Context: an optimization exercise on an open-source flow, tuned for a short achievable clock period and few clock cycles. The choices shown serve that exercise and are no tape-out recipe. At most, simulation tests tie the RTL to the original design; equivalence was not proved. Power figures rest on the tool's default switching activity, not on a simulated workload.

==> run P <==
==> flow/design.v <==
`timescale 1ns/1ps
`default_nettype none
package wr_in_pkg;
	localparam int ID_BITS  = 8;
	localparam int ADR_BITS = 64;
	localparam int LEN_BITS = 8;
	localparam int DATA_BITS      = 64;
	localparam int STRB_BITS      = DATA_BITS / 8;
	localparam int WORD_BITS      = 512;
	localparam int WORD_STRB_BITS = WORD_BITS / 8;
	localparam int BEATS_PER_WORD = WORD_BITS / DATA_BITS;
	localparam int CNT_BITS       = 3;
	localparam int              ADDR_MASK_BITS = 3;
	localparam logic [2:0]      SIZE_CODE      = 3'd3;
	localparam int ADR_REC_BITS   = 128;
	localparam int REC_FIELD_BITS = 16;
	localparam int REC_SIZE_LSB   = 112;
	localparam int REC_ID_LSB     = 96;
	localparam int REC_LEN_LSB    = 80;
	localparam int REC_SB_LSB     = 64;
	localparam int REC_ADR_LSB    = 0;
	localparam int DAT_REC_BITS = 2 + WORD_STRB_BITS + WORD_BITS;
	localparam int ID_DEPTH     = 8;
	localparam int ID_PTR_BITS  = $clog2(ID_DEPTH);
	localparam int OUT_BITS     = ID_PTR_BITS + 1;
	localparam int DAT_DEPTH    = 8;
	localparam logic [1:0] RESP_OKAY = 2'b00;
endpackage
`default_nettype wire
`timescale 1ns/1ps
`default_nettype none
module wr_id_fifo (
	input  logic S_CLK,
	input  logic S_RESET_N,
	input  logic                          q_push,
	input  logic [wr_in_pkg::ID_BITS-1:0] q_push_id,
	input  logic                          q_pop,
	output logic                          q_avail,
	output logic [wr_in_pkg::ID_BITS-1:0] q_pop_id
);
	logic [wr_in_pkg::ID_BITS-1:0]     mem [wr_in_pkg::ID_DEPTH];
	logic [wr_in_pkg::ID_PTR_BITS-1:0] wr_ptr;
	logic [wr_in_pkg::ID_PTR_BITS-1:0] rd_ptr;
	logic                              empty;
	logic                              full_flag;
	assign empty    = (wr_ptr == rd_ptr) & ~full_flag;
	assign q_avail  = ~empty | q_push;
	assign q_pop_id = empty ? q_push_id : mem[rd_ptr];
	always_ff @(posedge S_CLK) begin
		if (q_push) begin
			mem[wr_ptr] <= q_push_id;
		end
	end
	always_ff @(posedge S_CLK or negedge S_RESET_N) begin
		if (!S_RESET_N) begin
			wr_ptr    <= '0;
			rd_ptr    <= '0;
			full_flag <= 1'b0;
		end else begin
			if (q_push) begin
				wr_ptr <= wr_ptr + 1'b1;
			end
			if (q_pop) begin
				rd_ptr <= rd_ptr + 1'b1;
			end
			if (q_push && !q_pop && (wr_ptr + 1'b1 == rd_ptr)) begin
				full_flag <= 1'b1;
			end else if (q_pop && !q_push) begin
				full_flag <= 1'b0;
			end
		end
	end
endmodule
`default_nettype wire
`timescale 1ns/1ps
`default_nettype none
module wr_addr_stage (
	input  logic                          S_CLK,
	input  logic                          S_RESET_N,
	input  logic [wr_in_pkg::ID_BITS-1:0]  awid,
	input  logic [wr_in_pkg::ADR_BITS-1:0] awaddr,
	input  logic [wr_in_pkg::LEN_BITS-1:0] awlen,
	input  logic                          awvalid,
	output logic                          awready,
	input  logic                          adr_fifo_full,
	output logic                          adr_fifo_wren,
	output logic [wr_in_pkg::ADR_REC_BITS-1:0] adr_fifo_wdata,
	output logic                          q_push,
	output logic [wr_in_pkg::ID_BITS-1:0]  q_push_id,
	input  logic                          resp_issue
);
	localparam int AB = wr_in_pkg::ADR_BITS - wr_in_pkg::ADDR_MASK_BITS;
	logic                              accept;
	logic                              h_free;
	logic                              h_vld;
	logic [wr_in_pkg::ID_BITS-1:0]     h_id;
	logic [wr_in_pkg::LEN_BITS-1:0]    h_len;
	logic [AB-1:0]                     h_adr;
	logic                              s_vld;
	logic [wr_in_pkg::ID_BITS-1:0]     s_id;
	logic [wr_in_pkg::LEN_BITS-1:0]    s_len;
	logic [AB-1:0]                     s_adr;
	logic [wr_in_pkg::OUT_BITS-1:0]    outst;
	logic                              s_vld_nxt;
	assign accept        = awvalid & awready;
	assign adr_fifo_wren = h_vld & ~adr_fifo_full;
	assign h_free        = ~h_vld | ~adr_fifo_full;
	assign q_push    = adr_fifo_wren;
	assign q_push_id = h_id;
	assign s_vld_nxt = ~h_free & (s_vld | accept);
	always_ff @(posedge S_CLK or negedge S_RESET_N) begin
		if (!S_RESET_N) begin
			h_vld   <= 1'b0;
			s_vld   <= 1'b0;
			outst   <= '0;
			awready <= 1'b0;
		end else begin
			if (h_free) begin
				h_vld <= s_vld | accept;
			end
			s_vld   <= s_vld_nxt;
			outst   <= outst + wr_in_pkg::OUT_BITS'(accept) - wr_in_pkg::OUT_BITS'(resp_issue);
			awready <= ~s_vld_nxt & (outst < wr_in_pkg::OUT_BITS'(wr_in_pkg::ID_DEPTH - 1));
		end
	end
	always_ff @(posedge S_CLK) begin
		if (h_free) begin
			if (s_vld) begin
				h_id  <= s_id;
				h_len <= s_len;
				h_adr <= s_adr;
			end else begin
				h_id  <= awid;
				h_len <= awlen;
				h_adr <= awaddr[wr_in_pkg::ADR_BITS-1:wr_in_pkg::ADDR_MASK_BITS];
			end
		end
		if (!s_vld) begin
			s_id  <= awid;
			s_len <= awlen;
			s_adr <= awaddr[wr_in_pkg::ADR_BITS-1:wr_in_pkg::ADDR_MASK_BITS];
		end
	end
	assign adr_fifo_wdata[wr_in_pkg::REC_SIZE_LSB +: wr_in_pkg::REC_FIELD_BITS] = wr_in_pkg::REC_FIELD_BITS'(wr_in_pkg::SIZE_CODE);
	assign adr_fifo_wdata[wr_in_pkg::REC_ID_LSB   +: wr_in_pkg::REC_FIELD_BITS] = wr_in_pkg::REC_FIELD_BITS'(h_id);
	assign adr_fifo_wdata[wr_in_pkg::REC_LEN_LSB  +: wr_in_pkg::REC_FIELD_BITS] = wr_in_pkg::REC_FIELD_BITS'(h_len);
	assign adr_fifo_wdata[wr_in_pkg::REC_SB_LSB   +: wr_in_pkg::REC_FIELD_BITS] = '0;
	assign adr_fifo_wdata[wr_in_pkg::REC_ADR_LSB  +: wr_in_pkg::ADR_BITS]       = {h_adr, {wr_in_pkg::ADDR_MASK_BITS{1'b0}}};
endmodule
`default_nettype wire
`timescale 1ns/1ps
`default_nettype none
module wr_data_pack (
	input  logic                                S_CLK,
	input  logic                                S_RESET_N,
	input  logic [wr_in_pkg::DATA_BITS-1:0]     wdata,
	input  logic [wr_in_pkg::STRB_BITS-1:0]     wstrb,
	input  logic                                wlast,
	input  logic                                wvalid,
	output logic                                wready,
	input  logic                                dat_fifo_full,
	output logic                                dat_fifo_wren,
	output logic [wr_in_pkg::DAT_REC_BITS-1:0]  dat_fifo_wdata,
	output logic                                last_word,
	input  logic                                resp_issue
);
	localparam int DB = wr_in_pkg::DATA_BITS;
	localparam int SB = wr_in_pkg::STRB_BITS;
	localparam int NB = wr_in_pkg::BEATS_PER_WORD;
	logic                               beat;
	logic                               take;
	logic                               w_free;
	logic                               src_last;
	logic [DB-1:0]                      src_data;
	logic [SB-1:0]                      src_strb;
	logic                               s_vld;
	logic [DB-1:0]                      s_data;
	logic [SB-1:0]                      s_strb;
	logic                               s_last;
	logic                               s_vld_nxt;
	logic [DB-1:0]                      w_data [NB];
	logic [SB-1:0]                      w_strb [NB];
	logic                               w_done;
	logic                               w_last;
	logic [wr_in_pkg::CNT_BITS-1:0]     w_cnt;
	logic                               w_new;
	logic                               w_end;
	logic [wr_in_pkg::OUT_BITS-1:0]     outst;
	assign beat = wvalid & wready;
	assign src_data = s_vld ? s_data : wdata;
	assign src_strb = s_vld ? s_strb : wstrb;
	assign src_last = s_vld ? s_last : wlast;
	assign dat_fifo_wren = w_done & ~dat_fifo_full;
	assign last_word     = dat_fifo_wren & w_last;
	assign w_free = ~w_done | ~dat_fifo_full;
	assign take   = w_free & (s_vld | beat);
	assign w_new  = (w_cnt == '0);
	assign w_end  = src_last | (w_cnt == wr_in_pkg::CNT_BITS'(NB - 1));
	assign s_vld_nxt = ~w_free & (s_vld | beat);
	always_ff @(posedge S_CLK or negedge S_RESET_N) begin
		if (!S_RESET_N) begin
			s_vld  <= 1'b0;
			w_done <= 1'b0;
			w_cnt  <= '0;
			outst  <= '0;
			wready <= 1'b0;
		end else begin
			if (take) begin
				w_done <= w_end;
				w_cnt  <= w_end ? '0 : w_cnt + 1'b1;
			end else if (w_free) begin
				w_done <= 1'b0;
			end
			s_vld  <= s_vld_nxt;
			outst  <= outst + wr_in_pkg::OUT_BITS'(beat & wlast) - wr_in_pkg::OUT_BITS'(resp_issue);
			wready <= ~s_vld_nxt & (outst < wr_in_pkg::OUT_BITS'(wr_in_pkg::DAT_DEPTH - 1));
		end
	end
	always_ff @(posedge S_CLK) begin
		if (!s_vld) begin
			s_data <= wdata;
			s_strb <= wstrb;
			s_last <= wlast;
		end
		if (take) begin
			w_last <= src_last;
		end
		for (int k = 0; k < NB; k++) begin
			if (take && w_cnt == wr_in_pkg::CNT_BITS'(k)) begin
				w_data[k] <= src_data;
				w_strb[k] <= src_strb;
			end else if (take && w_new) begin
				w_data[k] <= '0;
				w_strb[k] <= '0;
			end
		end
	end
	always_comb begin
		for (int k = 0; k < NB; k++) begin
			dat_fifo_wdata[k*DB +: DB]                      = w_data[k];
			dat_fifo_wdata[wr_in_pkg::WORD_BITS + k*SB +: SB] = w_strb[k];
		end
		dat_fifo_wdata[wr_in_pkg::DAT_REC_BITS-2] = w_last;
		dat_fifo_wdata[wr_in_pkg::DAT_REC_BITS-1] = 1'b0;
	end
endmodule
`default_nettype wire
`timescale 1ns/1ps
`default_nettype none
module wr_resp_stage (
	input  logic                          S_CLK,
	input  logic                          S_RESET_N,
	output logic [wr_in_pkg::ID_BITS-1:0] bid,
	output logic [1:0]                    bresp,
	output logic                          bvalid,
	input  logic                          bready,
	input  logic                          last_word,
	output logic                          resp_issue,
	output logic                          q_pop,
	input  logic [wr_in_pkg::ID_BITS-1:0] q_pop_id,
	input  logic                          q_avail
);
	logic [wr_in_pkg::OUT_BITS-1:0] words;
	assign resp_issue = q_avail & ((words != '0) | last_word) & (~bvalid | bready);
	assign q_pop      = resp_issue;
	always_ff @(posedge S_CLK or negedge S_RESET_N) begin
		if (!S_RESET_N) begin
			words  <= '0;
			bvalid <= 1'b0;
		end else begin
			words  <= words + wr_in_pkg::OUT_BITS'(last_word) - wr_in_pkg::OUT_BITS'(resp_issue);
			bvalid <= resp_issue | (bvalid & ~bready);
		end
	end
	always_ff @(posedge S_CLK) begin
		if (resp_issue) begin
			bid <= q_pop_id;
		end
	end
	assign bresp = wr_in_pkg::RESP_OKAY;
endmodule
`default_nettype wire
`timescale 1ns/1ps
`default_nettype none
module wr_in_top (
	input  logic                                S_CLK,
	input  logic                                S_RESET_N,
	input  logic [wr_in_pkg::ID_BITS-1:0]       awid,
	input  logic [wr_in_pkg::ADR_BITS-1:0]      awaddr,
	input  logic [wr_in_pkg::LEN_BITS-1:0]      awlen,
	input  logic                                awvalid,
	output logic                                awready,
	input  logic [wr_in_pkg::DATA_BITS-1:0]     wdata,
	input  logic [wr_in_pkg::STRB_BITS-1:0]     wstrb,
	input  logic                                wlast,
	input  logic                                wvalid,
	output logic                                wready,
	output logic [wr_in_pkg::ID_BITS-1:0]       bid,
	output logic [1:0]                          bresp,
	output logic                                bvalid,
	input  logic                                bready,
	input  logic                                adr_fifo_full,
	output logic                                adr_fifo_wren,
	output logic [wr_in_pkg::ADR_REC_BITS-1:0]  adr_fifo_wdata,
	input  logic                                dat_fifo_full,
	output logic                                dat_fifo_wren,
	output logic [wr_in_pkg::DAT_REC_BITS-1:0]  dat_fifo_wdata
);
	logic last_word;
	logic resp_issue;
	logic                          q_push;
	logic [wr_in_pkg::ID_BITS-1:0] q_push_id;
	logic                          q_pop;
	logic [wr_in_pkg::ID_BITS-1:0] q_pop_id;
	logic                          q_avail;
	wr_id_fifo u_id_fifo (
		.S_CLK     (S_CLK),
		.S_RESET_N (S_RESET_N),
		.q_push    (q_push),
		.q_push_id (q_push_id),
		.q_pop     (q_pop),
		.q_avail   (q_avail),
		.q_pop_id  (q_pop_id)
	);
	wr_addr_stage u_addr (
		.S_CLK          (S_CLK),
		.S_RESET_N      (S_RESET_N),
		.awid           (awid),
		.awaddr         (awaddr),
		.awlen          (awlen),
		.awvalid        (awvalid),
		.awready        (awready),
		.adr_fifo_full  (adr_fifo_full),
		.adr_fifo_wren  (adr_fifo_wren),
		.adr_fifo_wdata (adr_fifo_wdata),
		.q_push         (q_push),
		.q_push_id      (q_push_id),
		.resp_issue     (resp_issue)
	);
	wr_data_pack u_data (
		.S_CLK          (S_CLK),
		.S_RESET_N      (S_RESET_N),
		.wdata          (wdata),
		.wstrb          (wstrb),
		.wlast          (wlast),
		.wvalid         (wvalid),
		.wready         (wready),
		.dat_fifo_full  (dat_fifo_full),
		.dat_fifo_wren  (dat_fifo_wren),
		.dat_fifo_wdata (dat_fifo_wdata),
		.last_word      (last_word),
		.resp_issue     (resp_issue)
	);
	wr_resp_stage u_resp (
		.S_CLK      (S_CLK),
		.S_RESET_N  (S_RESET_N),
		.bid        (bid),
		.bresp      (bresp),
		.bvalid     (bvalid),
		.bready     (bready),
		.last_word  (last_word),
		.resp_issue (resp_issue),
		.q_pop      (q_pop),
		.q_pop_id   (q_pop_id),
		.q_avail    (q_avail)
	);
endmodule
`default_nettype wire
==> flow/run.sh <==
#!/bin/bash
# synth_recipe.tcl (not shown) runs the flow's synth.tcl, then flattens the netlist and writes it again
# the make line also repeats each setting of config.mk as NAME=value (left out here)
make -C /OpenROAD-flow-scripts/flow DESIGN_CONFIG=/design/flow/config.mk WORK_HOME=/design/flow/orfs CLKGATE_MAP_FILE= SYNTH_SCRIPT=/design/flow/synth_recipe.tcl finish
==> flow/config.mk <==
export PLATFORM = sky130hd
export DESIGN_NAME = wr_in_top
export DESIGN_NICKNAME = wr_in_top
export VERILOG_FILES = /design/flow/design.v
export SDC_FILE = /design/flow/constraint.sdc
export NUM_CORES = 4
export LEC_CHECK = 0
export ABC_CLOCK_PERIOD_IN_PS = 2500
export CAP_MARGIN = 20
export CORE_MARGIN = 2
export CORE_UTILIZATION = 40
export SETUP_SLACK_MARGIN = 4.5
export SLEW_MARGIN = 20
==> flow/constraint.sdc <==
create_clock -name core_clock -period 7.0 [get_ports {S_CLK}]
set_input_delay 1.4000 -clock core_clock [delete_from_list [all_inputs] [get_ports {S_CLK}]]
set_output_delay 1.4000 -clock core_clock [all_outputs]
set_load 0.01 [all_outputs]
==> run C (differences from run P) <==
--- a/flow/design.v
+++ b/flow/design.v
@@ -103,20 +103,23 @@
 	logic [wr_in_pkg::OUT_BITS-1:0]    outst;
 	logic                              s_vld_nxt;
+	logic                              h_vld_nxt;
+	logic                              h_nvld_o;
 	assign accept        = awvalid & awready;
-	assign adr_fifo_wren = h_vld & ~adr_fifo_full;
-	assign h_free        = ~h_vld | ~adr_fifo_full;
+	assign adr_fifo_wren = ~(h_nvld_o | adr_fifo_full);
+	assign h_free        = ~h_vld | adr_fifo_wren;
 	assign q_push    = adr_fifo_wren;
 	assign q_push_id = h_id;
 	assign s_vld_nxt = ~h_free & (s_vld | accept);
+	assign h_vld_nxt = h_free ? (s_vld | accept) : h_vld;
 	always_ff @(posedge S_CLK or negedge S_RESET_N) begin
 		if (!S_RESET_N) begin
 			h_vld   <= 1'b0;
+			h_nvld_o <= 1'b1;
 			s_vld   <= 1'b0;
 			outst   <= '0;
 			awready <= 1'b0;
 		end else begin
-			if (h_free) begin
-				h_vld <= s_vld | accept;
-			end
+			h_vld    <= h_vld_nxt;
+			h_nvld_o <= ~h_vld_nxt;
 			s_vld   <= s_vld_nxt;
 			outst   <= outst + wr_in_pkg::OUT_BITS'(accept) - wr_in_pkg::OUT_BITS'(resp_issue);
@@ -182,4 +185,6 @@
 	logic [SB-1:0]                      w_strb [NB];
 	logic                               w_done;
+	logic                               w_done_nxt;
+	logic                               w_ndone_o;
 	logic                               w_last;
 	logic [wr_in_pkg::CNT_BITS-1:0]     w_cnt;
@@ -191,24 +196,25 @@
 	assign src_strb = s_vld ? s_strb : wstrb;
 	assign src_last = s_vld ? s_last : wlast;
-	assign dat_fifo_wren = w_done & ~dat_fifo_full;
+	assign dat_fifo_wren = ~(w_ndone_o | dat_fifo_full);
 	assign last_word     = dat_fifo_wren & w_last;
-	assign w_free = ~w_done | ~dat_fifo_full;
+	assign w_free = ~w_done | dat_fifo_wren;
 	assign take   = w_free & (s_vld | beat);
 	assign w_new  = (w_cnt == '0);
 	assign w_end  = src_last | (w_cnt == wr_in_pkg::CNT_BITS'(NB - 1));
-	assign s_vld_nxt = ~w_free & (s_vld | beat);
+	assign s_vld_nxt  = ~w_free & (s_vld | beat);
+	assign w_done_nxt = take ? w_end : (w_done & ~w_free);
 	always_ff @(posedge S_CLK or negedge S_RESET_N) begin
 		if (!S_RESET_N) begin
 			s_vld  <= 1'b0;
-			w_done <= 1'b0;
-			w_cnt  <= '0;
+			w_done    <= 1'b0;
+			w_ndone_o <= 1'b1;
+			w_cnt     <= '0;
 			outst  <= '0;
 			wready <= 1'b0;
 		end else begin
+			w_done    <= w_done_nxt;
+			w_ndone_o <= ~w_done_nxt;
 			if (take) begin
-				w_done <= w_end;
-				w_cnt  <= w_end ? '0 : w_cnt + 1'b1;
-			end else if (w_free) begin
-				w_done <= 1'b0;
+				w_cnt <= w_end ? '0 : w_cnt + 1'b1;
 			end
 			s_vld  <= s_vld_nxt;
==> summary of the runs <==
- Core utilization: run C is higher than run P (2.5 points).
- Between run C and run P, the lower worst hold slack is in run C (gap 26 ps).
- Of run C and run P, run C has the higher combinational power (gap 43%, measured against run P).
- Against run P, the cell count of run C is higher by 2.5%.
- Against run C, the die area of run P is lower by 0.26%.
- Register-to-register slack: run P is higher than run C (170 ps).
- In run P the critical path depth is higher than in run C, by 1.
- Between run P and run C, the lower count of clock-buffer cells in the layout is in run C (gap 7).
- In run C the sequential share of layout area is lower than in run P, by 2.5 points.
- In run C the worst setup slack is higher than in run P, by 110 ps.
Testbench counts of run P, summed over its fixed seeds: cycles 13,685.
The RTL of run C was laid out without a check of its function.

## port drivers added, routing unchanged
The flow's constraints put no driver on any port. The routed layouts listed below were extracted and timed again, unchanged, in two steps. Step 1 sets driving cells, clkbuf_16 on the clock port and buf_2 on the other inputs (assumed; they add their load-dependent delay and slew). Step 2 times the ports against the registers' clock, not the clock port: input delays grow and output delays shrink by t, the midpoint of the rising clock arrivals with the driver on. Three values: ideal ports, drivers, drivers and shift; two values: the first two.
run | shift t [ns] | slack for setup (ns) | latest minus earliest clock arrival (ns) | cell pins on the clock port's net
run P | 0.716 | 3.788 / 3.698 / 3.560 | 0.035 / 0.035 | 1
run C | 0.707 | 3.894 / 3.814 / 3.279 | 0.044 / 0.044 | 1
After both steps every run listed still meets setup and hold. For run C, which loses most, drivers alone change the setup slack by -0.080 ns; drivers and shift together by -0.615 ns.
